Background: an optimization exercise with open tools, aiming at small area and a short achievable clock period. Do not read the settings as production practice. At most, simulation tests tie the RTL to the original design; equivalence was not proved. No functional check of the RTL was part of run 2.

## flow/design.v (module list and top-level ports; edited modules follow where they fit)
// module bfp_product_array: 525 lines
// module bfp_adder_tree: 228 lines
// module fp_normalize: 247 lines
// module bfp_dot_product: 60 lines
module bfp_dot_product (
    input  logic                    i_clk,
    input  logic                    i_reset_n,
    input  logic                    i_valid,
    input  logic [(8 + 16 * (3 + 1))-1:0] i_act,
    input  logic [(8 + 16 * (3 + 1))-1:0] i_weight,
    output logic                    o_valid,
    output logic [(1 + 8 + 23)-1:0]        o_result
);
  // ...
==> flow/flow/run.sh <==
#!/bin/bash
# Own layout flow: the standard ORFS flow, with these changes in how the layout is made:
#  - the port buffers are sky130_fd_sc_hd__buf_1 cells (buffer_ports picks a delay cell otherwise);
#  - synthesis skips the generic ABC pass inside Yosys's synth (SYNTH_ARGS=-noabc), so the
#    full adders are extracted from the design's own gates (fewer inverters); the script
#    is still synth_recipe.tcl, so registers keep their names and cell types;
#  - timing repair aims for extra setup slack (SETUP_SLACK_MARGIN), only on the worst endpoints;
#  - ABC maps for area (ABC_AREA=1), leaving speed to the timing repair;
#  - clock tree synthesis inserts no dummy loads (CTS_ARGS, otherwise ORFS's own arguments).
# The clock period and constraints are the standard flow's, unchanged.
set -euo pipefail
export BUFFER_PORTS_ARGS="-buffer_cell sky130_fd_sc_hd__buf_1"
export SYNTH_ARGS="-noabc"
export SETUP_SLACK_MARGIN=7.0
export TNS_END_PERCENT=${TNS:-5}
export ABC_AREA=1
export CTS_ARGS="-sink_clustering_enable -repair_clock_nets -dont_use_dummy_load"
bash standard.sh > standard.log 2>&1
==> flow/standard.sh <==
#!/bin/bash
# synth_recipe.tcl (not shown) runs the flow's synth.tcl, then flattens the netlist and writes it again
# the make line also repeats each setting of config.mk as NAME=value (left out here)
make -C /OpenROAD-flow-scripts/flow DESIGN_CONFIG=/design/flow/config.mk WORK_HOME=/design/flow/orfs CLKGATE_MAP_FILE= SYNTH_SCRIPT=/design/flow/synth_recipe.tcl "${@:-finish}"
==> flow/config.mk <==
export PLATFORM = sky130hd
export DESIGN_NAME = bfp_dot_product
export DESIGN_NICKNAME = bfp_dot_product
export VERILOG_FILES = /design/flow/design.v
export SDC_FILE = /design/flow/constraint.sdc
export NUM_CORES = 4
export LEC_CHECK = 0
export CAP_MARGIN = 20
export CORE_MARGIN = 2
export CORE_UTILIZATION = 40
export SLEW_MARGIN = 20
==> flow/constraint.sdc <==
create_clock -name core_clock -period 10.5 [get_ports {i_clk}]
set_input_delay 2.1000 -clock core_clock [delete_from_list [all_inputs] [get_ports {i_clk}]]
set_output_delay 2.1000 -clock core_clock [all_outputs]
set_load 0.01 [all_outputs]
==> impl_results.md, run 1 <==
* Most frequent cells in the layout: nand2_1, inv_1, fa_1
* Final Hold Vio Count at 0
* Fin Clk Skew at 0.0278 ns
* Placer Congestion at 0.869
* Placed inst area at 13800 um^2
* Minimum clock period at 3.45 ns
* Status: complete, no violations
* Min-delay worst type: reg2reg
* Regs by FF count: bfp_product_array_inst.o_r: 91 flops, s3_res: 21 flops, s2_cut: 17 flops
* RSZ-0062 raised after global routing: yes
* Setup TNS at 0 ns
* Drt via density at ~4.6
* Worst hold slack at 0.320 ns
* Top_reg_cell synth: dfxtp_1
* Largest stage delay on the critical path at 0.50 ns
* Cell count after placement at 1957
* Achievable frequency at 0.289 GHz
* Mapped cell area at 12200 um^2
* Fill cells at about 2.9k
* Post-synthesis register bit count at 151
* Hold depth at 0
* H-tree Lvls at 4
* Crit path cell chain: buf_1, inv_1, or2_4, nand2_8, xnor2_1, fa_1, fa_1
* Sequential cell area at between 3000 and 4000 um^2
* R2R setup slack at 7.09 ns
* Arrival time worst endpoint at roughly 3.8 ns
* Multi-input gates at a little over 1k
* All-layer global routing usage at 20.8%
==> module bfp_adder_tree, before the edit <==
module bfp_adder_tree (
    input  logic [90:0] i_r,
    output logic [16:0] o_cut
);
    wire bs1, bc2;
    assign bs1 = i_r[2] ^ i_r[3] ^ i_r[4];
    assign bc2 = (i_r[2] & i_r[3]) | (i_r[2] & i_r[4]) | (i_r[3] & i_r[4]);
    wire bs3, bc4;
    assign bs3 = i_r[5] ^ i_r[6] ^ i_r[7];
    assign bc4 = (i_r[5] & i_r[6]) | (i_r[5] & i_r[7]) | (i_r[6] & i_r[7]);
    wire bs5, bc6;
    assign bs5 = i_r[8] ^ i_r[9] ^ i_r[10];
    assign bc6 = (i_r[8] & i_r[9]) | (i_r[8] & i_r[10]) | (i_r[9] & i_r[10]);
    wire bs7, bc8;
    assign bs7 = bs1 ^ bs3 ^ bs5;
    assign bc8 = (bs1 & bs3) | (bs1 & bs5) | (bs3 & bs5);
    wire bs9, bc10;
    assign bs9 = i_r[11] ^ i_r[12] ^ i_r[13];
    assign bc10 = (i_r[11] & i_r[12]) | (i_r[11] & i_r[13]) | (i_r[12] & i_r[13]);
    wire bs11, bc12;
    assign bs11 = i_r[14] ^ i_r[15] ^ i_r[16];
    assign bc12 = (i_r[14] & i_r[15]) | (i_r[14] & i_r[16]) | (i_r[15] & i_r[16]);
    wire bs13, bc14;
    assign bs13 = i_r[17] ^ i_r[18] ^ i_r[19];
    assign bc14 = (i_r[17] & i_r[18]) | (i_r[17] & i_r[19]) | (i_r[18] & i_r[19]);
    wire bs15, bc16;
    assign bs15 = i_r[20] ^ i_r[21] ^ i_r[22];
    assign bc16 = (i_r[20] & i_r[21]) | (i_r[20] & i_r[22]) | (i_r[21] & i_r[22]);
    wire bs17, bc18;
    assign bs17 = i_r[23] ^ i_r[24] ^ i_r[25];
    assign bc18 = (i_r[23] & i_r[24]) | (i_r[23] & i_r[25]) | (i_r[24] & i_r[25]);
    wire bs19, bc20;
    assign bs19 = i_r[26] ^ i_r[27] ^ i_r[28];
    assign bc20 = (i_r[26] & i_r[27]) | (i_r[26] & i_r[28]) | (i_r[27] & i_r[28]);
    wire bs21, bc22;
    assign bs21 = i_r[29] ^ bc2 ^ bc4;
    assign bc22 = (i_r[29] & bc2) | (i_r[29] & bc4) | (bc2 & bc4);
    wire bs23, bc24;
    assign bs23 = bc6 ^ bs9 ^ bs11;
    assign bc24 = (bc6 & bs9) | (bc6 & bs11) | (bs9 & bs11);
    wire bs25, bc26;
    assign bs25 = bs13 ^ bs15 ^ bs17;
    assign bc26 = (bs13 & bs15) | (bs13 & bs17) | (bs15 & bs17);
    wire bs27, bc28;
    assign bs27 = bs19 ^ bc8 ^ bs21;
    assign bc28 = (bs19 & bc8) | (bs19 & bs21) | (bc8 & bs21);
    wire bs29, bc30;
    assign bs29 = bs23 ^ bs25 ^ bs27;
    assign bc30 = (bs23 & bs25) | (bs23 & bs27) | (bs25 & bs27);
    wire bs31, bc32;
    assign bs31 = i_r[30] ^ i_r[31] ^ i_r[32];
    assign bc32 = (i_r[30] & i_r[31]) | (i_r[30] & i_r[32]) | (i_r[31] & i_r[32]);
    wire bs33, bc34;
    assign bs33 = i_r[33] ^ i_r[34] ^ i_r[35];
    assign bc34 = (i_r[33] & i_r[34]) | (i_r[33] & i_r[35]) | (i_r[34] & i_r[35]);
    wire bs35, bc36;
    assign bs35 = i_r[36] ^ i_r[37] ^ i_r[38];
    assign bc36 = (i_r[36] & i_r[37]) | (i_r[36] & i_r[38]) | (i_r[37] & i_r[38]);
    wire bs37, bc38;
    assign bs37 = i_r[39] ^ i_r[40] ^ i_r[41];
    assign bc38 = (i_r[39] & i_r[40]) | (i_r[39] & i_r[41]) | (i_r[40] & i_r[41]);
    wire bs39, bc40;
    assign bs39 = i_r[42] ^ i_r[43] ^ i_r[44];
    assign bc40 = (i_r[42] & i_r[43]) | (i_r[42] & i_r[44]) | (i_r[43] & i_r[44]);
    wire bs41, bc42;
    assign bs41 = i_r[45] ^ i_r[46] ^ i_r[47];
    assign bc42 = (i_r[45] & i_r[46]) | (i_r[45] & i_r[47]) | (i_r[46] & i_r[47]);
    wire bs43, bc44;
    assign bs43 = i_r[48] ^ i_r[49] ^ bc10;
    assign bc44 = (i_r[48] & i_r[49]) | (i_r[48] & bc10) | (i_r[49] & bc10);
    wire bs45, bc46;
    assign bs45 = bc12 ^ bc14 ^ bc16;
    assign bc46 = (bc12 & bc14) | (bc12 & bc16) | (bc14 & bc16);
    wire bs47, bc48;
    assign bs47 = bc18 ^ bc20 ^ bs31;
    assign bc48 = (bc18 & bc20) | (bc18 & bs31) | (bc20 & bs31);
    wire bs49, bc50;
    assign bs49 = bs33 ^ bs35 ^ bs37;
    assign bc50 = (bs33 & bs35) | (bs33 & bs37) | (bs35 & bs37);
    wire bs51, bc52;
    assign bs51 = bs39 ^ bs41 ^ bc22;
    assign bc52 = (bs39 & bs41) | (bs39 & bc22) | (bs41 & bc22);
    wire bs53, bc54;
    assign bs53 = bc24 ^ bc26 ^ bs43;
    assign bc54 = (bc24 & bc26) | (bc24 & bs43) | (bc26 & bs43);
    wire bs55, bc56;
    assign bs55 = bs45 ^ bs47 ^ bs49;
    assign bc56 = (bs45 & bs47) | (bs45 & bs49) | (bs47 & bs49);
    wire bs57, bc58;
    assign bs57 = bc28 ^ bs51 ^ bs53;
    assign bc58 = (bc28 & bs51) | (bc28 & bs53) | (bs51 & bs53);
    wire bs59, bc60;
    assign bs59 = bs55 ^ bc30 ^ bs57;
    assign bc60 = (bs55 & bc30) | (bs55 & bs57) | (bc30 & bs57);
    wire bs61, bc62;
    assign bs61 = i_r[50] ^ i_r[51] ^ i_r[52];
    assign bc62 = (i_r[50] & i_r[51]) | (i_r[50] & i_r[52]) | (i_r[51] & i_r[52]);
    wire bs63, bc64;
    assign bs63 = i_r[53] ^ i_r[54] ^ i_r[55];
    assign bc64 = (i_r[53] & i_r[54]) | (i_r[53] & i_r[55]) | (i_r[54] & i_r[55]);
    wire bs65, bc66;
    assign bs65 = i_r[56] ^ i_r[57] ^ i_r[58];
    assign bc66 = (i_r[56] & i_r[57]) | (i_r[56] & i_r[58]) | (i_r[57] & i_r[58]);
    wire bs67, bc68;
    assign bs67 = i_r[59] ^ i_r[60] ^ i_r[61];
    assign bc68 = (i_r[59] & i_r[60]) | (i_r[59] & i_r[61]) | (i_r[60] & i_r[61]);
    wire bs69, bc70;
    assign bs69 = i_r[62] ^ i_r[63] ^ i_r[64];
    assign bc70 = (i_r[62] & i_r[63]) | (i_r[62] & i_r[64]) | (i_r[63] & i_r[64]);
    wire bs71, bc72;
    assign bs71 = i_r[65] ^ bc32 ^ bc34;
    assign bc72 = (i_r[65] & bc32) | (i_r[65] & bc34) | (bc32 & bc34);
    wire bs73, bc74;
    assign bs73 = bc36 ^ bc38 ^ bc40;
    assign bc74 = (bc36 & bc38) | (bc36 & bc40) | (bc38 & bc40);
    wire bs75, bc76;
    assign bs75 = bc42 ^ bs61 ^ bs63;
    assign bc76 = (bc42 & bs61) | (bc42 & bs63) | (bs61 & bs63);
    wire bs77, bc78;
    assign bs77 = bs65 ^ bs67 ^ bs69;
    assign bc78 = (bs65 & bs67) | (bs65 & bs69) | (bs67 & bs69);
    wire bs79, bc80;
    assign bs79 = bc44 ^ bc46 ^ bc48;
    assign bc80 = (bc44 & bc46) | (bc44 & bc48) | (bc46 & bc48);
    wire bs81, bc82;
    assign bs81 = bc50 ^ bs71 ^ bs73;
    assign bc82 = (bc50 & bs71) | (bc50 & bs73) | (bs71 & bs73);
    wire bs83, bc84;
    assign bs83 = bs75 ^ bs77 ^ bc52;
    assign bc84 = (bs75 & bs77) | (bs75 & bc52) | (bs77 & bc52);
    wire bs85, bc86;
    assign bs85 = bc54 ^ bs79 ^ bs81;
    assign bc86 = (bc54 & bs79) | (bc54 & bs81) | (bs79 & bs81);
    wire bs87, bc88;
    assign bs87 = bc56 ^ bs83 ^ bc58;
    assign bc88 = (bc56 & bs83) | (bc56 & bc58) | (bs83 & bc58);
    wire bs89, bc90;
    assign bs89 = bs85 ^ bc60 ^ bs87;
    assign bc90 = (bs85 & bc60) | (bs85 & bs87) | (bc60 & bs87);
    wire bs91, bc92;
    assign bs91 = i_r[66] ^ i_r[67] ^ i_r[68];
    assign bc92 = (i_r[66] & i_r[67]) | (i_r[66] & i_r[68]) | (i_r[67] & i_r[68]);
    wire bs93, bc94;
    assign bs93 = i_r[69] ^ i_r[70] ^ i_r[71];
    assign bc94 = (i_r[69] & i_r[70]) | (i_r[69] & i_r[71]) | (i_r[70] & i_r[71]);
    wire bs95, bc96;
    assign bs95 = i_r[72] ^ i_r[73] ^ i_r[74];
    assign bc96 = (i_r[72] & i_r[73]) | (i_r[72] & i_r[74]) | (i_r[73] & i_r[74]);
    wire bs97, bc98;
    assign bs97 = bc62 ^ bc64 ^ bc66;
    assign bc98 = (bc62 & bc64) | (bc62 & bc66) | (bc64 & bc66);
    wire bs99, bc100;
    assign bs99 = bc68 ^ bc70 ^ bs91;
    assign bc100 = (bc68 & bc70) | (bc68 & bs91) | (bc70 & bs91);
    wire bs101, bc102;
    assign bs101 = bs93 ^ bs95 ^ bc72;
    assign bc102 = (bs93 & bs95) | (bs93 & bc72) | (bs95 & bc72);
    wire bs103, bc104;
    assign bs103 = bc74 ^ bc76 ^ bc78;
    assign bc104 = (bc74 & bc76) | (bc74 & bc78) | (bc76 & bc78);
    wire bs105, bc106;
    assign bs105 = bs97 ^ bs99 ^ bc80;
    assign bc106 = (bs97 & bs99) | (bs97 & bc80) | (bs99 & bc80);
    wire bs107, bc108;
    assign bs107 = bc82 ^ bs101 ^ bs103;
    assign bc108 = (bc82 & bs101) | (bc82 & bs103) | (bs101 & bs103);
    wire bs109, bc110;
    assign bs109 = bc84 ^ bc86 ^ bs105;
    assign bc110 = (bc84 & bc86) | (bc84 & bs105) | (bc86 & bs105);
    wire bs111, bc112;
    assign bs111 = bs107 ^ bc88 ^ bs109;
    assign bc112 = (bs107 & bc88) | (bs107 & bs109) | (bc88 & bs109);
    wire bs113, bc114;
    assign bs113 = i_r[75] ^ i_r[76] ^ i_r[77];
    assign bc114 = (i_r[75] & i_r[76]) | (i_r[75] & i_r[77]) | (i_r[76] & i_r[77]);
    wire bs115, bc116;
    assign bs115 = i_r[78] ^ i_r[79] ^ i_r[80];
    assign bc116 = (i_r[78] & i_r[79]) | (i_r[78] & i_r[80]) | (i_r[79] & i_r[80]);
    wire bs117, bc118;
    assign bs117 = i_r[81] ^ i_r[82] ^ bc92;
    assign bc118 = (i_r[81] & i_r[82]) | (i_r[81] & bc92) | (i_r[82] & bc92);
    wire bs119, bc120;
    assign bs119 = bc94 ^ bc96 ^ bs113;
    assign bc120 = (bc94 & bc96) | (bc94 & bs113) | (bc96 & bs113);
    wire bs121, bc122;
    assign bs121 = bs115 ^ bc98 ^ bc100;
    assign bc122 = (bs115 & bc98) | (bs115 & bc100) | (bc98 & bc100);
    wire bs123, bc124;
    assign bs123 = bs117 ^ bs119 ^ bc102;
    assign bc124 = (bs117 & bs119) | (bs117 & bc102) | (bs119 & bc102);
    wire bs125, bc126;
    assign bs125 = bc104 ^ bs121 ^ bc106;
    assign bc126 = (bc104 & bs121) | (bc104 & bc106) | (bs121 & bc106);
    wire bs127, bc128;
    assign bs127 = bs123 ^ bc108 ^ bc110;
    assign bc128 = (bs123 & bc108) | (bs123 & bc110) | (bc108 & bc110);
    wire bs129, bc130;
    assign bs129 = i_r[83] ^ i_r[84] ^ i_r[85];
    assign bc130 = (i_r[83] & i_r[84]) | (i_r[83] & i_r[85]) | (i_r[84] & i_r[85]);
    wire bs131, bc132;
    assign bs131 = i_r[86] ^ i_r[87] ^ i_r[88];
    assign bc132 = (i_r[86] & i_r[87]) | (i_r[86] & i_r[88]) | (i_r[87] & i_r[88]);
    wire bs133, bc134;
    assign bs133 = bc114 ^ bc116 ^ bs129;
    assign bc134 = (bc114 & bc116) | (bc114 & bs129) | (bc116 & bs129);
    wire bs135, bc136;
    assign bs135 = bs131 ^ bc118 ^ bc120;
    assign bc136 = (bs131 & bc118) | (bs131 & bc120) | (bc118 & bc120);
    wire bs137, bc138;
    assign bs137 = bs133 ^ bc122 ^ bs135;
    assign bc138 = (bs133 & bc122) | (bs133 & bs135) | (bc122 & bs135);
    wire bs139, bc140;
    assign bs139 = bc124 ^ bs137 ^ bc126;
    assign bc140 = (bc124 & bs137) | (bc124 & bc126) | (bs137 & bc126);
    wire bs141, bc142;
    assign bs141 = i_r[89] ^ i_r[90] ^ bc130;
    assign bc142 = (i_r[89] & i_r[90]) | (i_r[89] & bc130) | (i_r[90] & bc130);
    wire bs143, bc144;
    assign bs143 = bc132 ^ bc134 ^ bs141;
    assign bc144 = (bc132 & bc134) | (bc132 & bs141) | (bc134 & bs141);
    wire bs145, bc146;
    assign bs145 = bc136 ^ bs143 ^ bc138;
    assign bc146 = (bc136 & bs143) | (bc136 & bc138) | (bs143 & bc138);
    wire bs147, bc148;
    assign bs147 = bc142 ^ bc144 ^ bc146;
    assign bc148 = (bc142 & bc144) | (bc142 & bc146) | (bc144 & bc146);
    assign o_cut = {bc148, bs147, bs145, bc140, bs139, bc128, bs127, bc112, bs125, bs111, bc90, bs89, bs59, bs29, bs7, i_r[1], i_r[0]};
endmodule
==> module fp_normalize, before the edit <==
module fp_normalize (
    input  logic [16:0] i_cut,
    input  logic [9:0]  i_e0,
    output logic [20:0] o_res
);
    logic [10:0] x, y;
    logic [10:0] pos, negv;
    logic        neg;
    logic [9:0]  mag;
    logic [9:0]  lz;           
    logic [3:0]  p;
    logic [8:0]  frac;
    logic [9:0]  flmask, ovmask;
    logic [7:0]  e;
    logic        zero, flush, ovf;
    wire cs1, cc2;
    assign cs1 = i_cut[8] ^ i_cut[9];
    assign cc2 = i_cut[8] & i_cut[9];
    wire cs3, cc4;
    assign cs3 = i_cut[11] ^ i_cut[12];
    assign cc4 = i_cut[11] & i_cut[12];
    wire cs5, cc6;
    assign cs5 = i_cut[13] ^ i_cut[14];
    assign cc6 = i_cut[13] & i_cut[14];
    assign x = {i_cut[16], i_cut[15], cs5, cs3, cs1, i_cut[6], i_cut[5], i_cut[4], i_cut[3], i_cut[2], i_cut[0]};
    assign y = {1'b0, cc6, cc4, cc2, i_cut[10], i_cut[7], 1'b0, 1'b0, 1'b0, 1'b0, i_cut[1]};
    logic [10:0] g0, p0, cy;
    assign g0 = x & y;
    assign p0 = x ^ y;
    logic [10:0] g1, p1;
    assign g1[0] = g0[0];
    assign p1[0] = p0[0];
    assign g1[1] = g0[1] | (p0[1] & g0[0]);
    assign p1[1] = p0[1] & p0[0];
    assign g1[2] = g0[2] | (p0[2] & g0[1]);
    assign p1[2] = p0[2] & p0[1];
    assign g1[3] = g0[3] | (p0[3] & g0[2]);
    assign p1[3] = p0[3] & p0[2];
    assign g1[4] = g0[4] | (p0[4] & g0[3]);
    assign p1[4] = p0[4] & p0[3];
    assign g1[5] = g0[5] | (p0[5] & g0[4]);
    assign p1[5] = p0[5] & p0[4];
    assign g1[6] = g0[6] | (p0[6] & g0[5]);
    assign p1[6] = p0[6] & p0[5];
    assign g1[7] = g0[7] | (p0[7] & g0[6]);
    assign p1[7] = p0[7] & p0[6];
    assign g1[8] = g0[8] | (p0[8] & g0[7]);
    assign p1[8] = p0[8] & p0[7];
    assign g1[9] = g0[9] | (p0[9] & g0[8]);
    assign p1[9] = p0[9] & p0[8];
    assign g1[10] = g0[10] | (p0[10] & g0[9]);
    assign p1[10] = p0[10] & p0[9];
    logic [10:0] g2, p2;
    assign g2[0] = g1[0];
    assign p2[0] = p1[0];
    assign g2[1] = g1[1];
    assign p2[1] = p1[1];
    assign g2[2] = g1[2] | (p1[2] & g1[0]);
    assign p2[2] = p1[2] & p1[0];
    assign g2[3] = g1[3] | (p1[3] & g1[1]);
    assign p2[3] = p1[3] & p1[1];
    assign g2[4] = g1[4] | (p1[4] & g1[2]);
    assign p2[4] = p1[4] & p1[2];
    assign g2[5] = g1[5] | (p1[5] & g1[3]);
    assign p2[5] = p1[5] & p1[3];
    assign g2[6] = g1[6] | (p1[6] & g1[4]);
    assign p2[6] = p1[6] & p1[4];
    assign g2[7] = g1[7] | (p1[7] & g1[5]);
    assign p2[7] = p1[7] & p1[5];
    assign g2[8] = g1[8] | (p1[8] & g1[6]);
    assign p2[8] = p1[8] & p1[6];
    assign g2[9] = g1[9] | (p1[9] & g1[7]);
    assign p2[9] = p1[9] & p1[7];
    assign g2[10] = g1[10] | (p1[10] & g1[8]);
    assign p2[10] = p1[10] & p1[8];
    logic [10:0] g3, p3;
    assign g3[0] = g2[0];
    assign p3[0] = p2[0];
    assign g3[1] = g2[1];
    assign p3[1] = p2[1];
    assign g3[2] = g2[2];
    assign p3[2] = p2[2];
    assign g3[3] = g2[3];
    assign p3[3] = p2[3];
    assign g3[4] = g2[4] | (p2[4] & g2[0]);
    assign p3[4] = p2[4] & p2[0];
    assign g3[5] = g2[5] | (p2[5] & g2[1]);
    assign p3[5] = p2[5] & p2[1];
    assign g3[6] = g2[6] | (p2[6] & g2[2]);
    assign p3[6] = p2[6] & p2[2];
    assign g3[7] = g2[7] | (p2[7] & g2[3]);
    assign p3[7] = p2[7] & p2[3];
    assign g3[8] = g2[8] | (p2[8] & g2[4]);
    assign p3[8] = p2[8] & p2[4];
    assign g3[9] = g2[9] | (p2[9] & g2[5]);
    assign p3[9] = p2[9] & p2[5];
    assign g3[10] = g2[10] | (p2[10] & g2[6]);
    assign p3[10] = p2[10] & p2[6];
    logic [10:0] g4, p4;
    assign g4[0] = g3[0];
    assign p4[0] = p3[0];
    assign g4[1] = g3[1];
    assign p4[1] = p3[1];
    assign g4[2] = g3[2];
    assign p4[2] = p3[2];
    assign g4[3] = g3[3];
    assign p4[3] = p3[3];
    assign g4[4] = g3[4];
    assign p4[4] = p3[4];
    assign g4[5] = g3[5];
    assign p4[5] = p3[5];
    assign g4[6] = g3[6];
    assign p4[6] = p3[6];
    assign g4[7] = g3[7];
    assign p4[7] = p3[7];
    assign g4[8] = g3[8] | (p3[8] & g3[0]);
    assign p4[8] = p3[8] & p3[0];
    assign g4[9] = g3[9] | (p3[9] & g3[1]);
    assign p4[9] = p3[9] & p3[1];
    assign g4[10] = g3[10] | (p3[10] & g3[2]);
    assign p4[10] = p3[10] & p3[2];
    assign cy  = {g4[9:0], 1'b0};
    assign pos = p0 ^ cy;
    logic [9:0] zt, lowz;
    assign zt = p0[9:0] ^ {g0[8:0] | p0[8:0], 1'b0};
    always_comb begin
        lowz[0] = 1'b1;
        for (int i = 1; i < 10; i++) lowz[i] = lowz[i-1] & ~zt[i-1];
    end
    assign negv = {1'b0, pos[9:0] ^ ~lowz};
    assign neg  = ~pos[10];
    logic [9:0] lzp, lzn;
    always_comb begin
        for (int k = 0; k < 10; k++) begin
            lzp[k] = pos[k];
            lzn[k] = negv[k];
            for (int j = k + 1; j < 10; j++) begin
                lzp[k] = lzp[k] & ~pos[j];
                lzn[k] = lzn[k] & ~negv[j];
            end
        end
    end
    assign mag = neg ? negv[9:0] : pos[9:0];
    assign lz  = neg ? lzn : lzp;
    always_comb begin
        frac = '0;
        for (int k = 1; k < 10; k++)
            for (int j = 0; j < k; j++)
                frac[8-j] = frac[8-j] | (lz[k] & mag[k-1-j]);
    end
    always_comb begin
        p = '0;
        for (int k = 0; k < 10; k++) p = p | ({4{lz[k]}} & 4'(k));
    end
    logic ge255, near255, le0;
    logic [4:0] elo;
    logic [3:0] ehi1;
    assign ge255   = ~i_e0[9] & (i_e0[8] | (&i_e0[7:0]));
    assign near255 = ~i_e0[9] & ~i_e0[8] & (&i_e0[7:4]);        
    assign le0     = i_e0[9] | ~|i_e0;
    logic [4:0] elok [10];
    assign flmask[0] = le0 & (i_e0[9] ? 1'b1 : 1'b1);
    assign ovmask[0] = ge255 | (near255 & ((i_e0[3:0] == 4'd15)));
    assign flmask[1] = le0 & (i_e0[9] ? 1'b1 : 1'b0);
    assign ovmask[1] = ge255 | (near255 & ((i_e0[3:0] == 4'd14) | (i_e0[3:0] == 4'd15)));
    assign flmask[2] = le0 & (i_e0[9] ? ((i_e0[2:0] == 3'd0) | (i_e0[2:0] == 3'd1) | (i_e0[2:0] == 3'd2) | (i_e0[2:0] == 3'd3) | (i_e0[2:0] == 3'd4) | (i_e0[2:0] == 3'd5) | (i_e0[2:0] == 3'd6)) : 1'b0);
    assign ovmask[2] = ge255 | (near255 & ((i_e0[3:0] == 4'd13) | (i_e0[3:0] == 4'd14) | (i_e0[3:0] == 4'd15)));
    assign flmask[3] = le0 & (i_e0[9] ? ((i_e0[2:0] == 3'd0) | (i_e0[2:0] == 3'd1) | (i_e0[2:0] == 3'd2) | (i_e0[2:0] == 3'd3) | (i_e0[2:0] == 3'd4) | (i_e0[2:0] == 3'd5)) : 1'b0);
    assign ovmask[3] = ge255 | (near255 & ((i_e0[3:0] == 4'd12) | (i_e0[3:0] == 4'd13) | (i_e0[3:0] == 4'd14) | (i_e0[3:0] == 4'd15)));
    assign flmask[4] = le0 & (i_e0[9] ? ((i_e0[2:0] == 3'd0) | (i_e0[2:0] == 3'd1) | (i_e0[2:0] == 3'd2) | (i_e0[2:0] == 3'd3) | (i_e0[2:0] == 3'd4)) : 1'b0);
    assign ovmask[4] = ge255 | (near255 & ((i_e0[3:0] == 4'd11) | (i_e0[3:0] == 4'd12) | (i_e0[3:0] == 4'd13) | (i_e0[3:0] == 4'd14) | (i_e0[3:0] == 4'd15)));
    assign flmask[5] = le0 & (i_e0[9] ? ((i_e0[2:0] == 3'd0) | (i_e0[2:0] == 3'd1) | (i_e0[2:0] == 3'd2) | (i_e0[2:0] == 3'd3)) : 1'b0);
    assign ovmask[5] = ge255 | (near255 & ((i_e0[3:0] == 4'd10) | (i_e0[3:0] == 4'd11) | (i_e0[3:0] == 4'd12) | (i_e0[3:0] == 4'd13) | (i_e0[3:0] == 4'd14) | (i_e0[3:0] == 4'd15)));
    assign flmask[6] = le0 & (i_e0[9] ? ((i_e0[2:0] == 3'd0) | (i_e0[2:0] == 3'd1) | (i_e0[2:0] == 3'd2)) : 1'b0);
    assign ovmask[6] = ge255 | (near255 & ((i_e0[3:0] == 4'd9) | (i_e0[3:0] == 4'd10) | (i_e0[3:0] == 4'd11) | (i_e0[3:0] == 4'd12) | (i_e0[3:0] == 4'd13) | (i_e0[3:0] == 4'd14) | (i_e0[3:0] == 4'd15)));
    assign flmask[7] = le0 & (i_e0[9] ? ((i_e0[2:0] == 3'd0) | (i_e0[2:0] == 3'd1)) : 1'b0);
    assign ovmask[7] = ge255 | (near255 & ((i_e0[3:0] == 4'd8) | (i_e0[3:0] == 4'd9) | (i_e0[3:0] == 4'd10) | (i_e0[3:0] == 4'd11) | (i_e0[3:0] == 4'd12) | (i_e0[3:0] == 4'd13) | (i_e0[3:0] == 4'd14) | (i_e0[3:0] == 4'd15)));
    assign flmask[8] = le0 & (i_e0[9] ? ((i_e0[2:0] == 3'd0)) : 1'b0);
    assign ovmask[8] = ge255 | (near255 & ((i_e0[3:0] == 4'd7) | (i_e0[3:0] == 4'd8) | (i_e0[3:0] == 4'd9) | (i_e0[3:0] == 4'd10) | (i_e0[3:0] == 4'd11) | (i_e0[3:0] == 4'd12) | (i_e0[3:0] == 4'd13) | (i_e0[3:0] == 4'd14) | (i_e0[3:0] == 4'd15)));
    assign flmask[9] = le0 & (i_e0[9] ? 1'b0 : 1'b0);
    assign ovmask[9] = ge255 | (near255 & ((i_e0[3:0] == 4'd6) | (i_e0[3:0] == 4'd7) | (i_e0[3:0] == 4'd8) | (i_e0[3:0] == 4'd9) | (i_e0[3:0] == 4'd10) | (i_e0[3:0] == 4'd11) | (i_e0[3:0] == 4'd12) | (i_e0[3:0] == 4'd13) | (i_e0[3:0] == 4'd14) | (i_e0[3:0] == 4'd15)));
    assign elok[0][0] = ((i_e0[3:0] == 4'd1) | (i_e0[3:0] == 4'd3) | (i_e0[3:0] == 4'd5) | (i_e0[3:0] == 4'd7) | (i_e0[3:0] == 4'd9) | (i_e0[3:0] == 4'd11) | (i_e0[3:0] == 4'd13) | (i_e0[3:0] == 4'd15));
    assign elok[0][1] = ((i_e0[3:0] == 4'd2) | (i_e0[3:0] == 4'd3) | (i_e0[3:0] == 4'd6) | (i_e0[3:0] == 4'd7) | (i_e0[3:0] == 4'd10) | (i_e0[3:0] == 4'd11) | (i_e0[3:0] == 4'd14) | (i_e0[3:0] == 4'd15));
    assign elok[0][2] = ((i_e0[3:0] == 4'd4) | (i_e0[3:0] == 4'd5) | (i_e0[3:0] == 4'd6) | (i_e0[3:0] == 4'd7) | (i_e0[3:0] == 4'd12) | (i_e0[3:0] == 4'd13) | (i_e0[3:0] == 4'd14) | (i_e0[3:0] == 4'd15));
    assign elok[0][3] = ((i_e0[3:0] == 4'd8) | (i_e0[3:0] == 4'd9) | (i_e0[3:0] == 4'd10) | (i_e0[3:0] == 4'd11) | (i_e0[3:0] == 4'd12) | (i_e0[3:0] == 4'd13) | (i_e0[3:0] == 4'd14) | (i_e0[3:0] == 4'd15));
    assign elok[0][4] = 1'b0;
    assign elok[1][0] = ((i_e0[3:0] == 4'd0) | (i_e0[3:0] == 4'd2) | (i_e0[3:0] == 4'd4) | (i_e0[3:0] == 4'd6) | (i_e0[3:0] == 4'd8) | (i_e0[3:0] == 4'd10) | (i_e0[3:0] == 4'd12) | (i_e0[3:0] == 4'd14));
    assign elok[1][1] = ((i_e0[3:0] == 4'd1) | (i_e0[3:0] == 4'd2) | (i_e0[3:0] == 4'd5) | (i_e0[3:0] == 4'd6) | (i_e0[3:0] == 4'd9) | (i_e0[3:0] == 4'd10) | (i_e0[3:0] == 4'd13) | (i_e0[3:0] == 4'd14));
    assign elok[1][2] = ((i_e0[3:0] == 4'd3) | (i_e0[3:0] == 4'd4) | (i_e0[3:0] == 4'd5) | (i_e0[3:0] == 4'd6) | (i_e0[3:0] == 4'd11) | (i_e0[3:0] == 4'd12) | (i_e0[3:0] == 4'd13) | (i_e0[3:0] == 4'd14));
    assign elok[1][3] = ((i_e0[3:0] == 4'd7) | (i_e0[3:0] == 4'd8) | (i_e0[3:0] == 4'd9) | (i_e0[3:0] == 4'd10) | (i_e0[3:0] == 4'd11) | (i_e0[3:0] == 4'd12) | (i_e0[3:0] == 4'd13) | (i_e0[3:0] == 4'd14));
    assign elok[1][4] = ((i_e0[3:0] == 4'd15));
    assign elok[2][0] = ((i_e0[3:0] == 4'd1) | (i_e0[3:0] == 4'd3) | (i_e0[3:0] == 4'd5) | (i_e0[3:0] == 4'd7) | (i_e0[3:0] == 4'd9) | (i_e0[3:0] == 4'd11) | (i_e0[3:0] == 4'd13) | (i_e0[3:0] == 4'd15));
    assign elok[2][1] = ((i_e0[3:0] == 4'd0) | (i_e0[3:0] == 4'd1) | (i_e0[3:0] == 4'd4) | (i_e0[3:0] == 4'd5) | (i_e0[3:0] == 4'd8) | (i_e0[3:0] == 4'd9) | (i_e0[3:0] == 4'd12) | (i_e0[3:0] == 4'd13));
    assign elok[2][2] = ((i_e0[3:0] == 4'd2) | (i_e0[3:0] == 4'd3) | (i_e0[3:0] == 4'd4) | (i_e0[3:0] == 4'd5) | (i_e0[3:0] == 4'd10) | (i_e0[3:0] == 4'd11) | (i_e0[3:0] == 4'd12) | (i_e0[3:0] == 4'd13));
    assign elok[2][3] = ((i_e0[3:0] == 4'd6) | (i_e0[3:0] == 4'd7) | (i_e0[3:0] == 4'd8) | (i_e0[3:0] == 4'd9) | (i_e0[3:0] == 4'd10) | (i_e0[3:0] == 4'd11) | (i_e0[3:0] == 4'd12) | (i_e0[3:0] == 4'd13));
    assign elok[2][4] = ((i_e0[3:0] == 4'd14) | (i_e0[3:0] == 4'd15));
    assign elok[3][0] = ((i_e0[3:0] == 4'd0) | (i_e0[3:0] == 4'd2) | (i_e0[3:0] == 4'd4) | (i_e0[3:0] == 4'd6) | (i_e0[3:0] == 4'd8) | (i_e0[3:0] == 4'd10) | (i_e0[3:0] == 4'd12) | (i_e0[3:0] == 4'd14));
    assign elok[3][1] = ((i_e0[3:0] == 4'd0) | (i_e0[3:0] == 4'd3) | (i_e0[3:0] == 4'd4) | (i_e0[3:0] == 4'd7) | (i_e0[3:0] == 4'd8) | (i_e0[3:0] == 4'd11) | (i_e0[3:0] == 4'd12) | (i_e0[3:0] == 4'd15));
    assign elok[3][2] = ((i_e0[3:0] == 4'd1) | (i_e0[3:0] == 4'd2) | (i_e0[3:0] == 4'd3) | (i_e0[3:0] == 4'd4) | (i_e0[3:0] == 4'd9) | (i_e0[3:0] == 4'd10) | (i_e0[3:0] == 4'd11) | (i_e0[3:0] == 4'd12));
    assign elok[3][3] = ((i_e0[3:0] == 4'd5) | (i_e0[3:0] == 4'd6) | (i_e0[3:0] == 4'd7) | (i_e0[3:0] == 4'd8) | (i_e0[3:0] == 4'd9) | (i_e0[3:0] == 4'd10) | (i_e0[3:0] == 4'd11) | (i_e0[3:0] == 4'd12));
    assign elok[3][4] = ((i_e0[3:0] == 4'd13) | (i_e0[3:0] == 4'd14) | (i_e0[3:0] == 4'd15));
    assign elok[4][0] = ((i_e0[3:0] == 4'd1) | (i_e0[3:0] == 4'd3) | (i_e0[3:0] == 4'd5) | (i_e0[3:0] == 4'd7) | (i_e0[3:0] == 4'd9) | (i_e0[3:0] == 4'd11) | (i_e0[3:0] == 4'd13) | (i_e0[3:0] == 4'd15));
    assign elok[4][1] = ((i_e0[3:0] == 4'd2) | (i_e0[3:0] == 4'd3) | (i_e0[3:0] == 4'd6) | (i_e0[3:0] == 4'd7) | (i_e0[3:0] == 4'd10) | (i_e0[3:0] == 4'd11) | (i_e0[3:0] == 4'd14) | (i_e0[3:0] == 4'd15));
    assign elok[4][2] = ((i_e0[3:0] == 4'd0) | (i_e0[3:0] == 4'd1) | (i_e0[3:0] == 4'd2) | (i_e0[3:0] == 4'd3) | (i_e0[3:0] == 4'd8) | (i_e0[3:0] == 4'd9) | (i_e0[3:0] == 4'd10) | (i_e0[3:0] == 4'd11));
    assign elok[4][3] = ((i_e0[3:0] == 4'd4) | (i_e0[3:0] == 4'd5) | (i_e0[3:0] == 4'd6) | (i_e0[3:0] == 4'd7) | (i_e0[3:0] == 4'd8) | (i_e0[3:0] == 4'd9) | (i_e0[3:0] == 4'd10) | (i_e0[3:0] == 4'd11));
    assign elok[4][4] = ((i_e0[3:0] == 4'd12) | (i_e0[3:0] == 4'd13) | (i_e0[3:0] == 4'd14) | (i_e0[3:0] == 4'd15));
    assign elok[5][0] = ((i_e0[3:0] == 4'd0) | (i_e0[3:0] == 4'd2) | (i_e0[3:0] == 4'd4) | (i_e0[3:0] == 4'd6) | (i_e0[3:0] == 4'd8) | (i_e0[3:0] == 4'd10) | (i_e0[3:0] == 4'd12) | (i_e0[3:0] == 4'd14));
    assign elok[5][1] = ((i_e0[3:0] == 4'd1) | (i_e0[3:0] == 4'd2) | (i_e0[3:0] == 4'd5) | (i_e0[3:0] == 4'd6) | (i_e0[3:0] == 4'd9) | (i_e0[3:0] == 4'd10) | (i_e0[3:0] == 4'd13) | (i_e0[3:0] == 4'd14));
    assign elok[5][2] = ((i_e0[3:0] == 4'd0) | (i_e0[3:0] == 4'd1) | (i_e0[3:0] == 4'd2) | (i_e0[3:0] == 4'd7) | (i_e0[3:0] == 4'd8) | (i_e0[3:0] == 4'd9) | (i_e0[3:0] == 4'd10) | (i_e0[3:0] == 4'd15));
    assign elok[5][3] = ((i_e0[3:0] == 4'd3) | (i_e0[3:0] == 4'd4) | (i_e0[3:0] == 4'd5) | (i_e0[3:0] == 4'd6) | (i_e0[3:0] == 4'd7) | (i_e0[3:0] == 4'd8) | (i_e0[3:0] == 4'd9) | (i_e0[3:0] == 4'd10));
    assign elok[5][4] = ((i_e0[3:0] == 4'd11) | (i_e0[3:0] == 4'd12) | (i_e0[3:0] == 4'd13) | (i_e0[3:0] == 4'd14) | (i_e0[3:0] == 4'd15));
    assign elok[6][0] = ((i_e0[3:0] == 4'd1) | (i_e0[3:0] == 4'd3) | (i_e0[3:0] == 4'd5) | (i_e0[3:0] == 4'd7) | (i_e0[3:0] == 4'd9) | (i_e0[3:0] == 4'd11) | (i_e0[3:0] == 4'd13) | (i_e0[3:0] == 4'd15));
    assign elok[6][1] = ((i_e0[3:0] == 4'd0) | (i_e0[3:0] == 4'd1) | (i_e0[3:0] == 4'd4) | (i_e0[3:0] == 4'd5) | (i_e0[3:0] == 4'd8) | (i_e0[3:0] == 4'd9) | (i_e0[3:0] == 4'd12) | (i_e0[3:0] == 4'd13));
    assign elok[6][2] = ((i_e0[3:0] == 4'd0) | (i_e0[3:0] == 4'd1) | (i_e0[3:0] == 4'd6) | (i_e0[3:0] == 4'd7) | (i_e0[3:0] == 4'd8) | (i_e0[3:0] == 4'd9) | (i_e0[3:0] == 4'd14) | (i_e0[3:0] == 4'd15));
    assign elok[6][3] = ((i_e0[3:0] == 4'd2) | (i_e0[3:0] == 4'd3) | (i_e0[3:0] == 4'd4) | (i_e0[3:0] == 4'd5) | (i_e0[3:0] == 4'd6) | (i_e0[3:0] == 4'd7) | (i_e0[3:0] == 4'd8) | (i_e0[3:0] == 4'd9));
    assign elok[6][4] = ((i_e0[3:0] == 4'd10) | (i_e0[3:0] == 4'd11) | (i_e0[3:0] == 4'd12) | (i_e0[3:0] == 4'd13) | (i_e0[3:0] == 4'd14) | (i_e0[3:0] == 4'd15));
    assign elok[7][0] = ((i_e0[3:0] == 4'd0) | (i_e0[3:0] == 4'd2) | (i_e0[3:0] == 4'd4) | (i_e0[3:0] == 4'd6) | (i_e0[3:0] == 4'd8) | (i_e0[3:0] == 4'd10) | (i_e0[3:0] == 4'd12) | (i_e0[3:0] == 4'd14));
    assign elok[7][1] = ((i_e0[3:0] == 4'd0) | (i_e0[3:0] == 4'd3) | (i_e0[3:0] == 4'd4) | (i_e0[3:0] == 4'd7) | (i_e0[3:0] == 4'd8) | (i_e0[3:0] == 4'd11) | (i_e0[3:0] == 4'd12) | (i_e0[3:0] == 4'd15));
    assign elok[7][2] = ((i_e0[3:0] == 4'd0) | (i_e0[3:0] == 4'd5) | (i_e0[3:0] == 4'd6) | (i_e0[3:0] == 4'd7) | (i_e0[3:0] == 4'd8) | (i_e0[3:0] == 4'd13) | (i_e0[3:0] == 4'd14) | (i_e0[3:0] == 4'd15));
    assign elok[7][3] = ((i_e0[3:0] == 4'd1) | (i_e0[3:0] == 4'd2) | (i_e0[3:0] == 4'd3) | (i_e0[3:0] == 4'd4) | (i_e0[3:0] == 4'd5) | (i_e0[3:0] == 4'd6) | (i_e0[3:0] == 4'd7) | (i_e0[3:0] == 4'd8));
    assign elok[7][4] = ((i_e0[3:0] == 4'd9) | (i_e0[3:0] == 4'd10) | (i_e0[3:0] == 4'd11) | (i_e0[3:0] == 4'd12) | (i_e0[3:0] == 4'd13) | (i_e0[3:0] == 4'd14) | (i_e0[3:0] == 4'd15));
    assign elok[8][0] = ((i_e0[3:0] == 4'd1) | (i_e0[3:0] == 4'd3) | (i_e0[3:0] == 4'd5) | (i_e0[3:0] == 4'd7) | (i_e0[3:0] == 4'd9) | (i_e0[3:0] == 4'd11) | (i_e0[3:0] == 4'd13) | (i_e0[3:0] == 4'd15));
    assign elok[8][1] = ((i_e0[3:0] == 4'd2) | (i_e0[3:0] == 4'd3) | (i_e0[3:0] == 4'd6) | (i_e0[3:0] == 4'd7) | (i_e0[3:0] == 4'd10) | (i_e0[3:0] == 4'd11) | (i_e0[3:0] == 4'd14) | (i_e0[3:0] == 4'd15));
    assign elok[8][2] = ((i_e0[3:0] == 4'd4) | (i_e0[3:0] == 4'd5) | (i_e0[3:0] == 4'd6) | (i_e0[3:0] == 4'd7) | (i_e0[3:0] == 4'd12) | (i_e0[3:0] == 4'd13) | (i_e0[3:0] == 4'd14) | (i_e0[3:0] == 4'd15));
    assign elok[8][3] = ((i_e0[3:0] == 4'd0) | (i_e0[3:0] == 4'd1) | (i_e0[3:0] == 4'd2) | (i_e0[3:0] == 4'd3) | (i_e0[3:0] == 4'd4) | (i_e0[3:0] == 4'd5) | (i_e0[3:0] == 4'd6) | (i_e0[3:0] == 4'd7));
    assign elok[8][4] = ((i_e0[3:0] == 4'd8) | (i_e0[3:0] == 4'd9) | (i_e0[3:0] == 4'd10) | (i_e0[3:0] == 4'd11) | (i_e0[3:0] == 4'd12) | (i_e0[3:0] == 4'd13) | (i_e0[3:0] == 4'd14) | (i_e0[3:0] == 4'd15));
    assign elok[9][0] = ((i_e0[3:0] == 4'd0) | (i_e0[3:0] == 4'd2) | (i_e0[3:0] == 4'd4) | (i_e0[3:0] == 4'd6) | (i_e0[3:0] == 4'd8) | (i_e0[3:0] == 4'd10) | (i_e0[3:0] == 4'd12) | (i_e0[3:0] == 4'd14));
    assign elok[9][1] = ((i_e0[3:0] == 4'd1) | (i_e0[3:0] == 4'd2) | (i_e0[3:0] == 4'd5) | (i_e0[3:0] == 4'd6) | (i_e0[3:0] == 4'd9) | (i_e0[3:0] == 4'd10) | (i_e0[3:0] == 4'd13) | (i_e0[3:0] == 4'd14));
    assign elok[9][2] = ((i_e0[3:0] == 4'd3) | (i_e0[3:0] == 4'd4) | (i_e0[3:0] == 4'd5) | (i_e0[3:0] == 4'd6) | (i_e0[3:0] == 4'd11) | (i_e0[3:0] == 4'd12) | (i_e0[3:0] == 4'd13) | (i_e0[3:0] == 4'd14));
    assign elok[9][3] = ((i_e0[3:0] == 4'd0) | (i_e0[3:0] == 4'd1) | (i_e0[3:0] == 4'd2) | (i_e0[3:0] == 4'd3) | (i_e0[3:0] == 4'd4) | (i_e0[3:0] == 4'd5) | (i_e0[3:0] == 4'd6) | (i_e0[3:0] == 4'd15));
    assign elok[9][4] = ((i_e0[3:0] == 4'd7) | (i_e0[3:0] == 4'd8) | (i_e0[3:0] == 4'd9) | (i_e0[3:0] == 4'd10) | (i_e0[3:0] == 4'd11) | (i_e0[3:0] == 4'd12) | (i_e0[3:0] == 4'd13) | (i_e0[3:0] == 4'd14) | (i_e0[3:0] == 4'd15));
    assign ehi1[0] = ((i_e0[7:4] == 4'd0) | (i_e0[7:4] == 4'd2) | (i_e0[7:4] == 4'd4) | (i_e0[7:4] == 4'd6) | (i_e0[7:4] == 4'd8) | (i_e0[7:4] == 4'd10) | (i_e0[7:4] == 4'd12) | (i_e0[7:4] == 4'd14));
    assign ehi1[1] = ((i_e0[7:4] == 4'd1) | (i_e0[7:4] == 4'd2) | (i_e0[7:4] == 4'd5) | (i_e0[7:4] == 4'd6) | (i_e0[7:4] == 4'd9) | (i_e0[7:4] == 4'd10) | (i_e0[7:4] == 4'd13) | (i_e0[7:4] == 4'd14));
    assign ehi1[2] = ((i_e0[7:4] == 4'd3) | (i_e0[7:4] == 4'd4) | (i_e0[7:4] == 4'd5) | (i_e0[7:4] == 4'd6) | (i_e0[7:4] == 4'd11) | (i_e0[7:4] == 4'd12) | (i_e0[7:4] == 4'd13) | (i_e0[7:4] == 4'd14));
    assign ehi1[3] = ((i_e0[7:4] == 4'd7) | (i_e0[7:4] == 4'd8) | (i_e0[7:4] == 4'd9) | (i_e0[7:4] == 4'd10) | (i_e0[7:4] == 4'd11) | (i_e0[7:4] == 4'd12) | (i_e0[7:4] == 4'd13) | (i_e0[7:4] == 4'd14));
    always_comb begin
        elo = '0;
        for (int k = 0; k < 10; k++) elo = elo | ({5{lz[k]}} & elok[k]);
    end
    assign e     = {elo[4] ? ehi1 : i_e0[7:4], elo[3:0]};
    assign zero  = ~|lz;
    assign flush = |(lz & flmask);
    assign ovf   = |(lz & ovmask);
    always_comb begin
        o_res = {zero | flush, zero | flush | ovf, ovf, neg, e, frac};
    end
endmodule
==> module bfp_dot_product, before the edit <==
module bfp_dot_product (
    input  logic                    i_clk,
    input  logic                    i_reset_n,
    input  logic                    i_valid,
    input  logic [(8 + 16 * (3 + 1))-1:0] i_act,
    input  logic [(8 + 16 * (3 + 1))-1:0] i_weight,
    output logic                    o_valid,
    output logic [(1 + 8 + 23)-1:0]        o_result
);
    logic        v1, v2;
    logic [90:0] s1_r;
    logic [8:0] s1_exp;
    logic [16:0] cut;
    logic [16:0] s2_cut;
    logic [9:0]  s2_e0;
    logic [20:0] res;
    logic [20:0] s3_res;
    always_ff @(posedge i_clk or negedge i_reset_n) begin
        if (!i_reset_n) begin
            v1      <= 1'b0;
            v2      <= 1'b0;
            o_valid <= 1'b0;
        end else begin
            v1      <= i_valid;
            v2      <= v1;
            o_valid <= v2;
        end
    end
    bfp_product_array bfp_product_array_inst (
        .i_clk    (i_clk),
        .i_act    (i_act),
        .i_weight (i_weight),
        .o_r      (s1_r),
        .o_exp    (s1_exp)
    );
    bfp_adder_tree bfp_adder_tree_inst (
        .i_r      (s1_r),
        .o_cut   (cut)
    );
    always_ff @(posedge i_clk) begin
        s2_cut <= cut;
        s2_e0  <= {1'b0, s1_exp} - 10'd6;
    end
    fp_normalize fp_normalize_inst (
        .i_cut (s2_cut),
        .i_e0  (s2_e0),
        .o_res (res)
    );
    always_ff @(posedge i_clk) begin
        s3_res <= res;
    end
    logic kill, killf, inf;
    assign kill     = s3_res[20];
    assign killf    = s3_res[19];       
    assign inf      = s3_res[18];
    assign o_result = {s3_res[17] & ~kill,
                       (s3_res[16:9] | {8{inf}}) & ~{8{kill}},
                       s3_res[8:0] & ~{9{killf}},
                       14'h0};
endmodule
==> run 2, diff against run 1 <==
--- a/flow/design.v
+++ b/flow/design.v
@@ -532,3 +532,3 @@
     input  logic [90:0] i_r,
-    output logic [16:0] o_cut
+    output logic [18:0] o_cut
 );
@@ -667,92 +667,86 @@
     wire bs89, bc90;
-    assign bs89 = bs85 ^ bc60 ^ bs87;
-    assign bc90 = (bs85 & bc60) | (bs85 & bs87) | (bc60 & bs87);
+    assign bs89 = i_r[66] ^ i_r[67] ^ i_r[68];
+    assign bc90 = (i_r[66] & i_r[67]) | (i_r[66] & i_r[68]) | (i_r[67] & i_r[68]);
     wire bs91, bc92;
-    assign bs91 = i_r[66] ^ i_r[67] ^ i_r[68];
-    assign bc92 = (i_r[66] & i_r[67]) | (i_r[66] & i_r[68]) | (i_r[67] & i_r[68]);
+    assign bs91 = i_r[69] ^ i_r[70] ^ i_r[71];
+    assign bc92 = (i_r[69] & i_r[70]) | (i_r[69] & i_r[71]) | (i_r[70] & i_r[71]);
     wire bs93, bc94;
-    assign bs93 = i_r[69] ^ i_r[70] ^ i_r[71];
-    assign bc94 = (i_r[69] & i_r[70]) | (i_r[69] & i_r[71]) | (i_r[70] & i_r[71]);
+    assign bs93 = i_r[72] ^ i_r[73] ^ i_r[74];
+    assign bc94 = (i_r[72] & i_r[73]) | (i_r[72] & i_r[74]) | (i_r[73] & i_r[74]);
     wire bs95, bc96;
-    assign bs95 = i_r[72] ^ i_r[73] ^ i_r[74];
-    assign bc96 = (i_r[72] & i_r[73]) | (i_r[72] & i_r[74]) | (i_r[73] & i_r[74]);
+    assign bs95 = bc62 ^ bc64 ^ bc66;
+    assign bc96 = (bc62 & bc64) | (bc62 & bc66) | (bc64 & bc66);
     wire bs97, bc98;
-    assign bs97 = bc62 ^ bc64 ^ bc66;
-    assign bc98 = (bc62 & bc64) | (bc62 & bc66) | (bc64 & bc66);
+    assign bs97 = bc68 ^ bc70 ^ bs89;
+    assign bc98 = (bc68 & bc70) | (bc68 & bs89) | (bc70 & bs89);
     wire bs99, bc100;
-    assign bs99 = bc68 ^ bc70 ^ bs91;
-    assign bc100 = (bc68 & bc70) | (bc68 & bs91) | (bc70 & bs91);
+    assign bs99 = bs91 ^ bs93 ^ bc72;
+    assign bc100 = (bs91 & bs93) | (bs91 & bc72) | (bs93 & bc72);
     wire bs101, bc102;
-    assign bs101 = bs93 ^ bs95 ^ bc72;
-    assign bc102 = (bs93 & bs95) | (bs93 & bc72) | (bs95 & bc72);
+    assign bs101 = bc74 ^ bc76 ^ bc78;
+    assign bc102 = (bc74 & bc76) | (bc74 & bc78) | (bc76 & bc78);
     wire bs103, bc104;
-    assign bs103 = bc74 ^ bc76 ^ bc78;
-    assign bc104 = (bc74 & bc76) | (bc74 & bc78) | (bc76 & bc78);
+    assign bs103 = bs95 ^ bs97 ^ bc80;
+    assign bc104 = (bs95 & bs97) | (bs95 & bc80) | (bs97 & bc80);
     wire bs105, bc106;
-    assign bs105 = bs97 ^ bs99 ^ bc80;
-    assign bc106 = (bs97 & bs99) | (bs97 & bc80) | (bs99 & bc80);
+    assign bs105 = bc82 ^ bs99 ^ bs101;
+    assign bc106 = (bc82 & bs99) | (bc82 & bs101) | (bs99 & bs101);
     wire bs107, bc108;
-    assign bs107 = bc82 ^ bs101 ^ bs103;
-    assign bc108 = (bc82 & bs101) | (bc82 & bs103) | (bs101 & bs103);
+    assign bs107 = bc84 ^ bc86 ^ bs103;
+    assign bc108 = (bc84 & bc86) | (bc84 & bs103) | (bc86 & bs103);
     wire bs109, bc110;
-    assign bs109 = bc84 ^ bc86 ^ bs105;
-    assign bc110 = (bc84 & bc86) | (bc84 & bs105) | (bc86 & bs105);
+    assign bs109 = i_r[75] ^ i_r[76] ^ i_r[77];
+    assign bc110 = (i_r[75] & i_r[76]) | (i_r[75] & i_r[77]) | (i_r[76] & i_r[77]);
     wire bs111, bc112;
-    assign bs111 = bs107 ^ bc88 ^ bs109;
-    assign bc112 = (bs107 & bc88) | (bs107 & bs109) | (bc88 & bs109);
+    assign bs111 = i_r[78] ^ i_r[79] ^ i_r[80];
+    assign bc112 = (i_r[78] & i_r[79]) | (i_r[78] & i_r[80]) | (i_r[79] & i_r[80]);
     wire bs113, bc114;
-    assign bs113 = i_r[75] ^ i_r[76] ^ i_r[77];
-    assign bc114 = (i_r[75] & i_r[76]) | (i_r[75] & i_r[77]) | (i_r[76] & i_r[77]);
+    assign bs113 = i_r[81] ^ i_r[82] ^ bc90;
+    assign bc114 = (i_r[81] & i_r[82]) | (i_r[81] & bc90) | (i_r[82] & bc90);
     wire bs115, bc116;
-    assign bs115 = i_r[78] ^ i_r[79] ^ i_r[80];
-    assign bc116 = (i_r[78] & i_r[79]) | (i_r[78] & i_r[80]) | (i_r[79] & i_r[80]);
+    assign bs115 = bc92 ^ bc94 ^ bs109;
+    assign bc116 = (bc92 & bc94) | (bc92 & bs109) | (bc94 & bs109);
     wire bs117, bc118;
-    assign bs117 = i_r[81] ^ i_r[82] ^ bc92;
-    assign bc118 = (i_r[81] & i_r[82]) | (i_r[81] & bc92) | (i_r[82] & bc92);
+    assign bs117 = bs111 ^ bc96 ^ bc98;
+    assign bc118 = (bs111 & bc96) | (bs111 & bc98) | (bc96 & bc98);
     wire bs119, bc120;
-    assign bs119 = bc94 ^ bc96 ^ bs113;
-    assign bc120 = (bc94 & bc96) | (bc94 & bs113) | (bc96 & bs113);
+    assign bs119 = bs113 ^ bs115 ^ bc100;
+    assign bc120 = (bs113 & bs115) | (bs113 & bc100) | (bs115 & bc100);
     wire bs121, bc122;
-    assign bs121 = bs115 ^ bc98 ^ bc100;
-    assign bc122 = (bs115 & bc98) | (bs115 & bc100) | (bc98 & bc100);
+    assign bs121 = bc102 ^ bs117 ^ bc104;
+    assign bc122 = (bc102 & bs117) | (bc102 & bc104) | (bs117 & bc104);
     wire bs123, bc124;
-    assign bs123 = bs117 ^ bs119 ^ bc102;
-    assign bc124 = (bs117 & bs119) | (bs117 & bc102) | (bs119 & bc102);
+    assign bs123 = bs119 ^ bc106 ^ bc108;
+    assign bc124 = (bs119 & bc106) | (bs119 & bc108) | (bc106 & bc108);
     wire bs125, bc126;
-    assign bs125 = bc104 ^ bs121 ^ bc106;
-    assign bc126 = (bc104 & bs121) | (bc104 & bc106) | (bs121 & bc106);
+    assign bs125 = i_r[83] ^ i_r[84] ^ i_r[85];
+    assign bc126 = (i_r[83] & i_r[84]) | (i_r[83] & i_r[85]) | (i_r[84] & i_r[85]);
     wire bs127, bc128;
-    assign bs127 = bs123 ^ bc108 ^ bc110;
-    assign bc128 = (bs123 & bc108) | (bs123 & bc110) | (bc108 & bc110);
+    assign bs127 = i_r[86] ^ i_r[87] ^ i_r[88];
+    assign bc128 = (i_r[86] & i_r[87]) | (i_r[86] & i_r[88]) | (i_r[87] & i_r[88]);
     wire bs129, bc130;
-    assign bs129 = i_r[83] ^ i_r[84] ^ i_r[85];
-    assign bc130 = (i_r[83] & i_r[84]) | (i_r[83] & i_r[85]) | (i_r[84] & i_r[85]);
+    assign bs129 = bc110 ^ bc112 ^ bs125;
+    assign bc130 = (bc110 & bc112) | (bc110 & bs125) | (bc112 & bs125);
     wire bs131, bc132;
-    assign bs131 = i_r[86] ^ i_r[87] ^ i_r[88];
-    assign bc132 = (i_r[86] & i_r[87]) | (i_r[86] & i_r[88]) | (i_r[87] & i_r[88]);
+    assign bs131 = bs127 ^ bc114 ^ bc116;
+    assign bc132 = (bs127 & bc114) | (bs127 & bc116) | (bc114 & bc116);
     wire bs133, bc134;
-    assign bs133 = bc114 ^ bc116 ^ bs129;
-    assign bc134 = (bc114 & bc116) | (bc114 & bs129) | (bc116 & bs129);
+    assign bs133 = bs129 ^ bc118 ^ bs131;
+    assign bc134 = (bs129 & bc118) | (bs129 & bs131) | (bc118 & bs131);
     wire bs135, bc136;
-    assign bs135 = bs131 ^ bc118 ^ bc120;
-    assign bc136 = (bs131 & bc118) | (bs131 & bc120) | (bc118 & bc120);
+    assign bs135 = bc120 ^ bs133 ^ bc122;
+    assign bc136 = (bc120 & bs133) | (bc120 & bc122) | (bs133 & bc122);
     wire bs137, bc138;
-    assign bs137 = bs133 ^ bc122 ^ bs135;
-    assign bc138 = (bs133 & bc122) | (bs133 & bs135) | (bc122 & bs135);
+    assign bs137 = i_r[89] ^ i_r[90] ^ bc126;
+    assign bc138 = (i_r[89] & i_r[90]) | (i_r[89] & bc126) | (i_r[90] & bc126);
     wire bs139, bc140;
-    assign bs139 = bc124 ^ bs137 ^ bc126;
-    assign bc140 = (bc124 & bs137) | (bc124 & bc126) | (bs137 & bc126);
+    assign bs139 = bc128 ^ bc130 ^ bs137;
+    assign bc140 = (bc128 & bc130) | (bc128 & bs137) | (bc130 & bs137);
     wire bs141, bc142;
-    assign bs141 = i_r[89] ^ i_r[90] ^ bc130;
-    assign bc142 = (i_r[89] & i_r[90]) | (i_r[89] & bc130) | (i_r[90] & bc130);
+    assign bs141 = bc132 ^ bs139 ^ bc134;
+    assign bc142 = (bc132 & bs139) | (bc132 & bc134) | (bs139 & bc134);
     wire bs143, bc144;
-    assign bs143 = bc132 ^ bc134 ^ bs141;
-    assign bc144 = (bc132 & bc134) | (bc132 & bs141) | (bc134 & bs141);
-    wire bs145, bc146;
-    assign bs145 = bc136 ^ bs143 ^ bc138;
-    assign bc146 = (bc136 & bs143) | (bc136 & bc138) | (bs143 & bc138);
-    wire bs147, bc148;
-    assign bs147 = bc142 ^ bc144 ^ bc146;
-    assign bc148 = (bc142 & bc144) | (bc142 & bc146) | (bc144 & bc146);
-    assign o_cut = {bc148, bs147, bs145, bc140, bs139, bc128, bs127, bc112, bs125, bs111, bc90, bs89, bs59, bs29, bs7, i_r[1], i_r[0]};
+    assign bs143 = bc138 ^ bc140 ^ bc142;
+    assign bc144 = (bc138 & bc140) | (bc138 & bc142) | (bc140 & bc142);
+    assign o_cut = {bc144, bs143, bs141, bc136, bs135, bc124, bs123, bs121, bs107, bc88, bs105, bs87, bc60, bs85, bs59, bs29, bs7, i_r[1], i_r[0]};
 endmodule
@@ -762,3 +756,3 @@
 module fp_normalize (
-    input  logic [16:0] i_cut,
+    input  logic [18:0] i_cut,
     input  logic [9:0]  i_e0,
@@ -777,12 +771,18 @@
     wire cs1, cc2;
-    assign cs1 = i_cut[8] ^ i_cut[9];
-    assign cc2 = i_cut[8] & i_cut[9];
+    assign cs1 = i_cut[5] ^ i_cut[6];
+    assign cc2 = i_cut[5] & i_cut[6];
     wire cs3, cc4;
-    assign cs3 = i_cut[11] ^ i_cut[12];
-    assign cc4 = i_cut[11] & i_cut[12];
+    assign cs3 = i_cut[8] ^ i_cut[9] ^ i_cut[10];
+    assign cc4 = (i_cut[8] & i_cut[9]) | (i_cut[8] & i_cut[10]) | (i_cut[9] & i_cut[10]);
     wire cs5, cc6;
-    assign cs5 = i_cut[13] ^ i_cut[14];
-    assign cc6 = i_cut[13] & i_cut[14];
-    assign x = {i_cut[16], i_cut[15], cs5, cs3, cs1, i_cut[6], i_cut[5], i_cut[4], i_cut[3], i_cut[2], i_cut[0]};
-    assign y = {1'b0, cc6, cc4, cc2, i_cut[10], i_cut[7], 1'b0, 1'b0, 1'b0, 1'b0, i_cut[1]};
+    assign cs5 = i_cut[11] ^ i_cut[12];
+    assign cc6 = i_cut[11] & i_cut[12];
+    wire cs7, cc8;
+    assign cs7 = i_cut[13] ^ i_cut[14];
+    assign cc8 = i_cut[13] & i_cut[14];
+    wire cs9, cc10;
+    assign cs9 = i_cut[15] ^ i_cut[16];
+    assign cc10 = i_cut[15] & i_cut[16];
+    assign x = {i_cut[18], i_cut[17], cs9, cs7, cs5, cs3, cs1, i_cut[4], i_cut[3], i_cut[2], i_cut[0]};
+    assign y = {1'b0, cc10, cc8, cc6, cc4, cc2, i_cut[7], 1'b0, 1'b0, 1'b0, i_cut[1]};
     logic [10:0] g0, p0, cy;
@@ -1023,4 +1023,4 @@
     logic [8:0] s1_exp;
-    logic [16:0] cut;
-    logic [16:0] s2_cut;
+    logic [18:0] cut;
+    logic [18:0] s2_cut;
     logic [9:0]  s2_e0;
==> impl_results.md, run 2 <==
* GR Overflow Total at 0 (unchanged)
* Syn_area_per_cell at 8.62 um^2 (was 8.64 um^2)
* # IOs at 180 (unchanged)
* Site Rows at 64 (was 63)
* Top_reg_cell synth: dfxtp_1 (unchanged)
* Final nets at 1959 (was 1944)
* Most common cell in the netlist: nand2_1 (unchanged)
* Post-synthesis register bit count at 153 (was 151)
* Min-delay worst type: reg2reg (unchanged)
* Layout cell share with drive strength beyond 1 at 9.70% (was 9.28%)
* Die area at 32100 um^2 (was 31900 um^2)
* Most frequent cells in the layout: nand2_1, inv_1, fa_1 (unchanged)
* Minimum clock period at 3.49 ns (was 3.45 ns)
* Largest area contributor in the netlist: fa_1 (unchanged)
* Vias in the first global route at 9574 (was 9580)
* All-layer global routing usage at 20.7% (was 20.8%)
* Setup TNS at 0 ns (unchanged)
* Share of the synthesized area in the top cell type at 28.5% (was 28.9%)
* Achievable frequency at 0.286 GHz (was 0.289 GHz)
* CTS tree: done (unchanged)
* Mapped Cells at 1425 (was 1411)
* Final Hold Vio Count at 0 (unchanged)
* CP startpoint: i_weight[47] (was i_weight[19])
* Clock latency at the later pin of the worst-skew pair at 0.43 ns (about the same)
* R2R setup slack at 7.06 ns (was 7.09 ns)
* RSZ-0062 raised after global routing: yes (unchanged)
* DRT iter0 DRCs at 476 (was 441)
* Status: complete, no violations (unchanged)
* Mapped cell area at 12300 um^2 (was 12200 um^2)
* Arrival time worst endpoint at 3.78 ns (was 3.75 ns)
* Global-route wire length before repair at 49900 um (was 49700 um)
* Worst hold slack at 0.325 ns (was 0.320 ns)
* Worst slew pin tran at 0.681 ns (was 0.508 ns)
* Largest Register: bfp_product_array_inst.o_r (unchanged)
* Routed WL per cell at 15.7 um (about the same)
* Slew Viols, Final at 0 (unchanged)
* Drt drc at 0 (unchanged)
* Regs by FF count: bfp_product_array_inst.o_r: 91 flops, s3_res: 21 flops, s2_cut: 19 flops (was bfp_product_array_inst.o_r: 91 flops, s3_res: 21 flops, s2_cut: 17 flops)
* Largest register FFs at 91 (unchanged)
* Drt via density at 4.65 (was 4.64)
* Placer Congestion at 0.898 (was 0.869)
* Vias at 9269 (was 9150)
* Critical Path Start Type: input pin (unchanged)
* H-tree Lvls at 4 (unchanged)
* Fin Clk Skew at 0.0269 ns (was 0.0278 ns)
==> run 2: cell count changes in the layout (fill, tap and decap cells not counted), sizes merged, moves of 3 or more <==
cell,delta
a22oi,+6
nor3,-3
nand2,-17
inv,+12
o21ai,-7
nand4,-3
a21oi,+3
nand3,+15
nor2,+5
buf,+4
o22ai,+3
nand3b,-8
==> run 2: what timing repair did <==
action | in CTS | in global routing
resized for setup | 1 | 5
setup endpoints to repair | 1 | 18
setup buffers | 0 | 4
hold buffers | 0 | 0
hold endpoints to repair | 0 | 0
pin swaps | 0 | 1
==> run 2: path summary, 6_finish.rpt <==
check,endpoint,cells past startpoint
max reg2reg,s2_cut[17]$_DFF_P_,6
min,s2_e0[0]$_DFF_P_,0
max,bfp_product_array_inst.o_r[6]$_DFF_P_,7
min reg2reg,s2_e0[0]$_DFF_P_,0
max in group asynchronous,v2$_DFF_PN0_,1
min in group asynchronous,v1$_DFF_PN0_,1
==> run 2: logic make-up after synthesis <==
group	after synthesis	synth area share, %
simple gates	606	21.8
buf+inv	265	8.86
fa+ha+maj	212	32.3
flops	153	25.1
xor+xnor	115	8.26
compound gates	73	3.74
other cells	1	0.0305
==> run 2: cell type report <==
type	instances	area [um^2]
flip-flops and latches	153	3080
repair buffers	169	649
clock buffers	17	425
well taps	396	495
multi-input cells	1020	8760
inverters	239	905
fillers	2987	16100
==> run 2: through the flow <==
stage / cells / setup WS, ns / util [%] / cell area (um^2)
floorplan: 1438 / 6.84 / - / 12900
global route: 1994 / 6.96 / 47.0 / 14300
global placement: 1973 / 6.56 / 45.4 / 13800
detailed placement: 1973 / 6.55 / 45.4 / 13800
CTS: 1990 / 7.02 / 46.8 / 14300
finish: 1994 / 7.01 / 47.0 / 14300
==> run 2: per-layer routing <==
metal	global-route usage, %	wire length [um]	up-vias
li1	-	-	4626
met1	25.5	13300	4400
met2	38.0	16200	206
met3	2.86	1080	37
met4	5.38	586	0
met5	0	0	-
==> run 2: worst max-delay path, stage by stage <==
cell and delay (ns):
buf_1 0.06, inv_1 0.04, or2_4 0.25, nand2_8 0.12
nor2_1 0.08, fa_1 0.69, fa_1 0.43

[re-timing with driven ports]
No port has a modelled driver above. Below, the same layouts with a new extraction and two added sets of constraints.
Step 1 sets driving cells, clkbuf_16 on the clock port and buf_2 on the other inputs (assumed; they add their load-dependent delay and slew).
Step 2, shift: input delay + t, output delay - t, t = (earliest + latest rising clock arrival at the registers) / 2. This alone moves slack from input paths to output paths.
a / b / c = no drivers / after step 1 / after step 2; a / b = the first two.
run | t, ns | setup WS [ns] | worst data-port slew with drivers (ns)
run 1 | 0.463 | 7.046 / 7.069 / 6.606 | 0.04
run 2 | 0.467 | 7.008 / 7.033 / 6.566 | 0.07
After both steps every run listed still meets setup and hold. For run 2, which loses most, drivers alone change the setup slack by +0.025 ns; drivers and shift together by -0.442 ns.
